Background: an optimization exercise with open tools, aiming at small area, a short achievable clock period and few clock cycles. Do not read the settings as production practice. At most, simulation tests tie the RTL to the original design; equivalence was not proved. No activity file was given, so power comes from the tool's default toggle rates.

==> flow/design.v (excerpt) <==
module alu_unit (
	input  logic                           clk,
	input  logic                           rst,
	input  logic [alu_pkg::word_width-1:0] bus_in,
	input  logic                           y_load,
	input  alu_pkg::alu_op_t               op,
	input  logic                           op_valid,
	output logic [alu_pkg::word_width-1:0] z_hi,
	output logic [alu_pkg::word_width-1:0] z_lo,
	output logic                           done,
	output logic                           busy
);
For scale: ~110 I/O pins, about 21,000 sq um of cells after synthesis.
clock: 6.0 ns
lec_check: 0
cap_margin: 20
core_margin: 2
core_utilization: 40
setup_slack_margin: 3.2
slew_margin: 20
tns_end_percent: 1
dont_use_cells: sky130_fd_sc_hd__fa_1 sky130_fd_sc_hd__fa_2 sky130_fd_sc_hd__fa_4 sky130_fd_sc_hd__ha_1 sky130_fd_sc_hd__ha_2 sky130_fd_sc_hd__ha_4
standard.sh (not shown) runs the stock make flow with config.mk's settings and CLKGATE_MAP_FILE= SYNTH_SCRIPT=/design/flow/synth_recipe.tcl, a recipe that flattens the netlist after the stock synthesis.
==> flow/flow/run.sh <==
#!/bin/bash
# The standard layout (the standard.sh: the same ORFS synthesis script,
# floorplan, placement, CTS and routing) with two changes:
#  - the full and half adder cells are put on the don't-use list (added to
#    config.mk, ahead of the platform's own list), so synthesis leaves adders
#    as plain gates for abc to map: a faster carry-save tree than the slow
#    fa/ha cells give, with the same registers;
#  - the port buffers that placement inserts are buf_1 cells instead of the
#    delay buffer the resizer picks by default.
# make's full output goes to flow_make.log; ORFS keeps each tool's log under
# orfs/logs/.
set -euo pipefail
printf '\nexport DONT_USE_CELLS = sky130_fd_sc_hd__fa_1 sky130_fd_sc_hd__fa_2 sky130_fd_sc_hd__fa_4 sky130_fd_sc_hd__ha_1 sky130_fd_sc_hd__ha_2 sky130_fd_sc_hd__ha_4\n' >> config.mk
export BUFFER_PORTS_ARGS="-buffer_cell sky130_fd_sc_hd__buf_1"
bash standard.sh > flow_make.log 2>&1
The first run completed with no timing, DRC or antenna violations.
Rerun with:
Settings changed: CORE_UTILIZATION 40 to 50, SETUP_SLACK_MARGIN 3.2 to 3.6.
=> The changed run passed the timing, design-rule and antenna checks; final cell count fell by 4.2%; wire length barely changes; die area drops by 20%; worst setup slack gets worse by 0.088 ns; sequential share of layout area goes up by 0.12 points; non-clock buffer count shrinks by 3; maximum frequency decreases by 2.9%; via count stays flat; worst hold slack gets better by 0.061 ns; area after synthesis is unchanged; global-route usage came out higher by 7.3 points.
Rerun with:
Settings changed: ABC_AREA set to 1, CORE_UTILIZATION 50 to 40, SETUP_SLACK_MARGIN 3.6 to 3.3.
The new run completed with no timing, DRC or antenna violations.
Core utilization is lower by 13 points.
Final cell count climbs by 72%.
Worst setup slack improved by 0.31 ns.
Design area rose by 18%.
Routed wire length increases by 32%.
Sequential power shrinks by about 4%.
Non-clock buffer count fell by 38.
Area after synthesis is higher by 24%.
Flip-flop and latch count does not change.
Rerun with:
==> flow/flow/run.sh (replaced) <==
#!/bin/bash
# The standard layout (the standard.sh, synthesis unchanged), except that
# the port buffers that placement inserts are buf_1 cells instead of the delay
# buffer the resizer picks by default. make's full output goes to flow_make.log;
# ORFS keeps each tool's log under orfs/logs/.
set -euo pipefail
export BUFFER_PORTS_ARGS="-buffer_cell sky130_fd_sc_hd__buf_1"
bash standard.sh > flow_make.log 2>&1
Settings changed: DONT_USE_CELLS sky130_fd_sc_hd__fa_1 sky130_fd_sc_hd__fa_2 sky130_fd_sc_hd__fa_4 sky130_fd_sc_hd__ha_1 sky130_fd_sc_hd__ha_2 sky130_fd_sc_hd__ha_4 to not set, SETUP_SLACK_MARGIN 3.3 to 3.6, TNS_END_PERCENT 1 to 5.
The changed run passed the timing, design-rule and antenna checks.
Clock power came out higher by a little under a tenth.
Total power came out lower slightly.
Global-route usage came out higher by 1.6 points.
Cell count came out lower by a quarter to a third.
Rerun with:
==> flow/flow/run.sh (replaced) <==
#!/bin/bash
# The standard layout (the standard.sh: the same ORFS synthesis script,
# floorplan, placement, CTS and routing) with two changes:
#  - the full and half adder cells are put on the don't-use list (added to
#    config.mk, ahead of the platform's own list), so synthesis leaves adders
#    as plain gates for abc to map: a faster carry-save tree than the slow
#    fa/ha cells give, with the same registers;
#  - the port buffers that placement inserts are buf_1 cells instead of the
#    delay buffer the resizer picks by default.
# make's full output goes to flow_make.log; ORFS keeps each tool's log under
# orfs/logs/.
set -euo pipefail
printf '\nexport DONT_USE_CELLS = sky130_fd_sc_hd__fa_1 sky130_fd_sc_hd__fa_2 sky130_fd_sc_hd__fa_4 sky130_fd_sc_hd__ha_1 sky130_fd_sc_hd__ha_2 sky130_fd_sc_hd__ha_4\n' >> config.mk
export BUFFER_PORTS_ARGS="-buffer_cell sky130_fd_sc_hd__buf_1"
bash standard.sh > flow_make.log 2>&1
Settings changed: ABC_AREA 1 to not set, DONT_USE_CELLS set to sky130_fd_sc_hd__fa_1 sky130_fd_sc_hd__fa_2 sky130_fd_sc_hd__fa_4 sky130_fd_sc_hd__ha_1 sky130_fd_sc_hd__ha_2 sky130_fd_sc_hd__ha_4.
The new run passed the timing, design-rule and antenna checks.
Via count decreases by a little under a tenth.
Cell count decreases by roughly a tenth.
Clock power increases by a few percent.
Global-route usage decreases by 2.3 points.
Rerun with:
Settings changed: ABC_AREA set to 1.
Result: The new run completed with no timing, DRC or antenna violations. Synthesized area climbs by a quarter to a third. Worst hold slack stays flat. Fmax grows by about a fifth. Wire length rose by a quarter to a third. Clock power went down by roughly a tenth. Die area increases by a quarter to a third. Clock-buffer cell count is lower by 4. Via count is higher by well over a third. Power decreases by roughly a tenth. Core utilization shrinks by 1.5 points. Global-route usage increases by 0.94 points.
No functional check of the RTL was part of any run of this note.

Another version of the RTL of alu_unit (not shown whole).
Size: ~2500 cells after synthesis, roughly 110 I/O pins, ~21000 µm² of cells after synthesis.
==> flow/design.v (excerpt) <==
module alu_unit (
	input  logic                           clk,
	input  logic                           rst,
	input  logic [alu_pkg::word_width-1:0] bus_in,
	input  logic                           y_load,
	input  alu_pkg::alu_op_t               op,
	input  logic                           op_valid,
	output logic [alu_pkg::word_width-1:0] z_hi,
	output logic [alu_pkg::word_width-1:0] z_lo,
	output logic                           done,
	output logic                           busy
);
clock: 6.0 ns
lec_check: 0
cap_margin: 20
core_margin: 2
core_utilization: 40
cts_buf_list: sky130_fd_sc_hd__clkbuf_4 sky130_fd_sc_hd__clkbuf_8
setup_slack_margin: 3.6
slew_margin: 20
tns_end_percent: 5
run.sh (not shown) runs the stock make flow with config.mk's settings and CLKGATE_MAP_FILE= SYNTH_SCRIPT=/design/flow/synth_recipe.tcl, a recipe that flattens the netlist after the stock synthesis.
Stock flow here: none of the scripts above is used.
The baseline produced a clean layout.
Testbench counts at the start, summed over its fixed seeds: cycles 6,522.
Next try:
Settings changed: CTS_BUF_LIST sky130_fd_sc_hd__clkbuf_4 sky130_fd_sc_hd__clkbuf_8 to unset, SETUP_SLACK_MARGIN 3.6 to unset, TNS_END_PERCENT 5 to unset.
Critical path depth shrinks by 1.
Wire length came out lower by 6.3%.
Global-route usage falls by 1.1 points.
Fmax decreases by 23%.
Final cell count came out lower by 3.4%.
Next try:
==> flow/flow/run.sh (new file) <==
#!/bin/bash
# The standard layout (the standard.sh: the same ORFS synthesis script,
# floorplan, placement, CTS and routing) with two changes:
#  - the full and half adder cells are kept off the cell list, so synthesis
#    leaves adders as plain gates for abc to map (faster carry-save tree than
#    the slow fa/ha cells; the registers are the same);
#  - the port buffers that placement inserts are buf_1 cells instead of the
#    delay buffer the resizer picks by default.
# make's full output goes to flow_make.log; ORFS keeps each tool's log under
# orfs/logs/.
set -euo pipefail
export DONT_USE_CELLS="sky130_fd_sc_hd__fa_1 sky130_fd_sc_hd__fa_2 sky130_fd_sc_hd__fa_4 sky130_fd_sc_hd__ha_1 sky130_fd_sc_hd__ha_2 sky130_fd_sc_hd__ha_4"
export BUFFER_PORTS_ARGS="-buffer_cell sky130_fd_sc_hd__buf_1"
bash standard.sh > flow_make.log 2>&1
==> flow/standard.sh (new file) <==
#!/bin/bash
# synth_recipe.tcl (not shown) runs the flow's synth.tcl, then flattens the netlist and writes it again
# the make line also repeats each setting of config.mk as NAME=value (left out here)
make -C /OpenROAD-flow-scripts/flow DESIGN_CONFIG=/design/flow/config.mk WORK_HOME=/design/flow/orfs CLKGATE_MAP_FILE= SYNTH_SCRIPT=/design/flow/synth_recipe.tcl "${@:-finish}"
Settings changed: SETUP_SLACK_MARGIN set to 3.6, TNS_END_PERCENT set to 5.
removed: flow/run.sh
Outcome: The changed run ran to the end with no violations; design area grows by 7.8%; die area is unchanged; total power grows by 4.2%; fmax grows by 32%; clock skew shrinks by 24 ps; worst setup slack improves by 960 ps; sequential power barely changes.

alpha:
alu_unit with an RTL version that a note above also has.
Size in the first run: about 2800 cells after synthesis, ~21000 sq um of cells after synthesis.
Settings: LEC_CHECK=0, CAP_MARGIN=20, CORE_MARGIN=2, CORE_UTILIZATION=40, SETUP_SLACK_MARGIN=3.6, SLEW_MARGIN=20, TNS_END_PERCENT=15, DONT_USE_CELLS=sky130_fd_sc_hd__fa_1 sky130_fd_sc_hd__fa_2 sky130_fd_sc_hd__fa_4 sky130_fd_sc_hd__ha_1 sky130_fd_sc_hd__ha_2 sky130_fd_sc_hd__ha_4; clock period 6.0 ns.
standard.sh (not shown) runs the stock make flow with config.mk's settings and CLKGATE_MAP_FILE= SYNTH_SCRIPT=/design/flow/synth_recipe.tcl, a recipe that flattens the netlist after the stock synthesis.
==> flow/flow/run.sh <==
#!/bin/bash
# The standard layout (the standard.sh: the same ORFS synthesis script,
# floorplan, placement, CTS and routing) with two changes:
#  - the full and half adder cells are put on the don't-use list (added to
#    config.mk, ahead of the platform's own list), so synthesis leaves adders
#    as plain gates for abc to map: a faster carry-save tree than the slow
#    fa/ha cells give, with the same registers;
#  - the port buffers that placement inserts are buf_1 cells instead of the
#    delay buffer the resizer picks by default.
# make's full output goes to flow_make.log; ORFS keeps each tool's log under
# orfs/logs/.
set -euo pipefail
printf '\nexport DONT_USE_CELLS = sky130_fd_sc_hd__fa_1 sky130_fd_sc_hd__fa_2 sky130_fd_sc_hd__fa_4 sky130_fd_sc_hd__ha_1 sky130_fd_sc_hd__ha_2 sky130_fd_sc_hd__ha_4\n' >> config.mk
export BUFFER_PORTS_ARGS="-buffer_cell sky130_fd_sc_hd__buf_1"
bash standard.sh > flow_make.log 2>&1
Changes in beta relative to alpha:
Settings: changing TNS_END_PERCENT from 15 to 1.
## What came out
- [compare] base=alpha new=beta: total routing resource utilization after global routing has decreased, routing usage on met1 moved down.
- Summary of the comparison: worst setup slack is higher in beta, relative to alpha.
- Comparing alpha and beta, the lower routed wire length was measured on beta.
- Clock sink total came out exactly the same in alpha and beta.
- Number of global-route vias before repair, alpha and beta: smaller value in beta
- The higher HPWL after detailed placement of alpha and beta is in alpha.
- Lower routability congestion estimate goes to alpha over beta.
- The sequential-to-total area share from yosys stat was comparable across alpha and beta.
- Measured against each other, alpha and beta differ in worst clock skew on the final layout, the higher figure coming from alpha.
Input-level comparison between gamma and beta:
Settings: DONT_USE_CELLS changed from sky130_fd_sc_hd__fa_1 sky130_fd_sc_hd__fa_2 sky130_fd_sc_hd__fa_4 sky130_fd_sc_hd__ha_1 sky130_fd_sc_hd__ha_2 sky130_fd_sc_hd__ha_4 to sky130_fd_sc_hd__fa_1 sky130_fd_sc_hd__fa_2 sky130_fd_sc_hd__fa_4; ABC_AREA newly set to 1; TNS_END_PERCENT changed from 1 to 5.
==> flow/flow/run.sh <==
#!/bin/bash
# The standard layout (the standard.sh: the same ORFS synthesis script,
# floorplan, placement, CTS and routing) with two changes:
#  - the full adder cells are put on the don't-use list (added to
#    config.mk, ahead of the platform's own list), so synthesis leaves full adders
#    as plain gates for abc to map: a faster carry-save tree than the slow
#    fa cells give, with the same registers;
#  - the port buffers that placement inserts are buf_1 cells instead of the
#    delay buffer the resizer picks by default.
# make's full output goes to flow_make.log; ORFS keeps each tool's log under
# orfs/logs/.
set -euo pipefail
printf '\nexport DONT_USE_CELLS = sky130_fd_sc_hd__fa_1 sky130_fd_sc_hd__fa_2 sky130_fd_sc_hd__fa_4\n' >> config.mk
export BUFFER_PORTS_ARGS="-buffer_cell sky130_fd_sc_hd__buf_1"
bash standard.sh > flow_make.log 2>&1
[summary]
Across both runs, utilization after layout was higher for gamma than for beta.
The setup slack of gamma is larger than that of beta.
Distinct cell type count of the synthesized netlist on gamma is down relative to beta.
Length of routed wiring on met1, beta and gamma: higher on gamma
Sort beta and gamma by logic depth of the worst setup path including buffers desc -> top: gamma
Area after synthesis: gamma > beta
beta vs gamma, highest metal layer with signal wires: met4 vs met5
Relative to beta, the final cell area reported for gamma is higher.
beta consumes less power than gamma.
Between beta and gamma, met2 usage in global routing is higher for gamma, beta comes in under that.
Initial cell density of the core delta (beta -> gamma): insignificant
For delta, these inputs were changed with respect to gamma:
Settings: DONT_USE_CELLS changed from sky130_fd_sc_hd__fa_1 sky130_fd_sc_hd__fa_2 sky130_fd_sc_hd__fa_4 to sky130_fd_sc_hd__fa_1 sky130_fd_sc_hd__fa_2 sky130_fd_sc_hd__fa_4 sky130_fd_sc_hd__ha_1 sky130_fd_sc_hd__ha_2 sky130_fd_sc_hd__ha_4; SETUP_SLACK_MARGIN changed from 3.6 to 3.9; ABC_AREA removed (was 1).
==> flow/flow/run.sh <==
#!/bin/bash
# The standard layout (the standard.sh: the same ORFS synthesis script,
# floorplan, placement, CTS and routing) with two changes:
#  - the full and half adder cells are put on the don't-use list (added to
#    config.mk, ahead of the platform's own list), so synthesis leaves adders
#    as plain gates for abc to map: a faster carry-save tree than the slow
#    fa/ha cells give, with the same registers;
#  - the port buffers that placement inserts are buf_1 cells instead of the
#    delay buffer the resizer picks by default.
# make's full output goes to flow_make.log; ORFS keeps each tool's log under
# orfs/logs/.
set -euo pipefail
printf '\nexport DONT_USE_CELLS = sky130_fd_sc_hd__fa_1 sky130_fd_sc_hd__fa_2 sky130_fd_sc_hd__fa_4 sky130_fd_sc_hd__ha_1 sky130_fd_sc_hd__ha_2 sky130_fd_sc_hd__ha_4\n' >> config.mk
export BUFFER_PORTS_ARGS="-buffer_cell sky130_fd_sc_hd__buf_1"
bash standard.sh > flow_make.log 2>&1
### Flow results
- Summary of delta over gamma: global-route met1 utilization decreased 6.9 points, clock period minus final worst setup slack increased 180 ps, switching portion of total power decreased 2.5 points, area overhead of the layout relative to synthesis decreased 4.2 points.
- Compared with gamma, delta shows portion of total power attributed to the clock network higher by 2.8 points.
- Relative to gamma, the post-route worst setup slack of delta is lower by 180 ps.
No run of this note included a check of the RTL's function; only the layout flow was run.

static timing again, ports no longer ideal:
Ports are ideal in the flow. The routed layouts listed here were re-timed in OpenROAD.
Step 1: set_driving_cell puts a clkbuf_16 on clk and a buf_2 on each other input, an assumption about the parent block.
Step 2 times the ports against the registers' clock, not the clock port: input delays grow and output delays shrink by t, the midpoint of the rising clock arrivals with the driver on.
Slacks: ideal ports / drivers / drivers and shift; pairs: ideal ports / drivers.
run | t (ns) | slack for setup (ns) | worst setup path after step 2 | latest minus earliest clock arrival (ns)
the first run of note 1 | 0.613 | 3.008 / 3.008 / 2.894 | input to register | 0.028 / 0.028
the second run of note 1 | 0.595 | 2.920 / 2.920 / 2.840 | input to register | 0.018 / 0.019
the third run of note 1 | 0.636 | 3.228 / 3.228 / 2.949 | input to register | 0.012 / 0.012
the fourth run of note 1 | 0.653 | 3.048 / 3.048 / 2.795 | input to register | 0.016 / 0.015
the fifth run of note 1 | 0.663 | 3.079 / 3.079 / 2.950 | input to register | 0.047 / 0.047
the sixth run of note 1 | 0.644 | 3.550 / 3.490 / 3.091 | input to register | 0.018 / 0.018
the first run of note 2 | 0.682 | 2.994 / 2.994 / 2.920 | input to register | 0.037 / 0.037
the second run of note 2 | 0.629 | 2.088 / 2.088 / 2.088 | register to register | 0.042 / 0.041
the third run of note 2 | 0.633 | 3.047 / 3.047 / 2.736 | input to register | 0.017 / 0.018
alpha | 0.667 | 3.069 / 3.069 / 2.916 | input to register | 0.044 / 0.045
beta | 0.653 | 3.078 / 3.078 / 2.638 | input to register | 0.022 / 0.022
gamma | 0.675 | 3.261 / 3.261 / 2.889 | input to register | 0.023 / 0.022
delta | 0.637 | 3.078 / 3.078 / 2.534 | input to register | 0.021 / 0.021
After both steps setup and hold are still met in every run listed. The setup slack of delta, which loses most, moves by 0.000 ns with the drivers and by -0.544 ns with both steps.
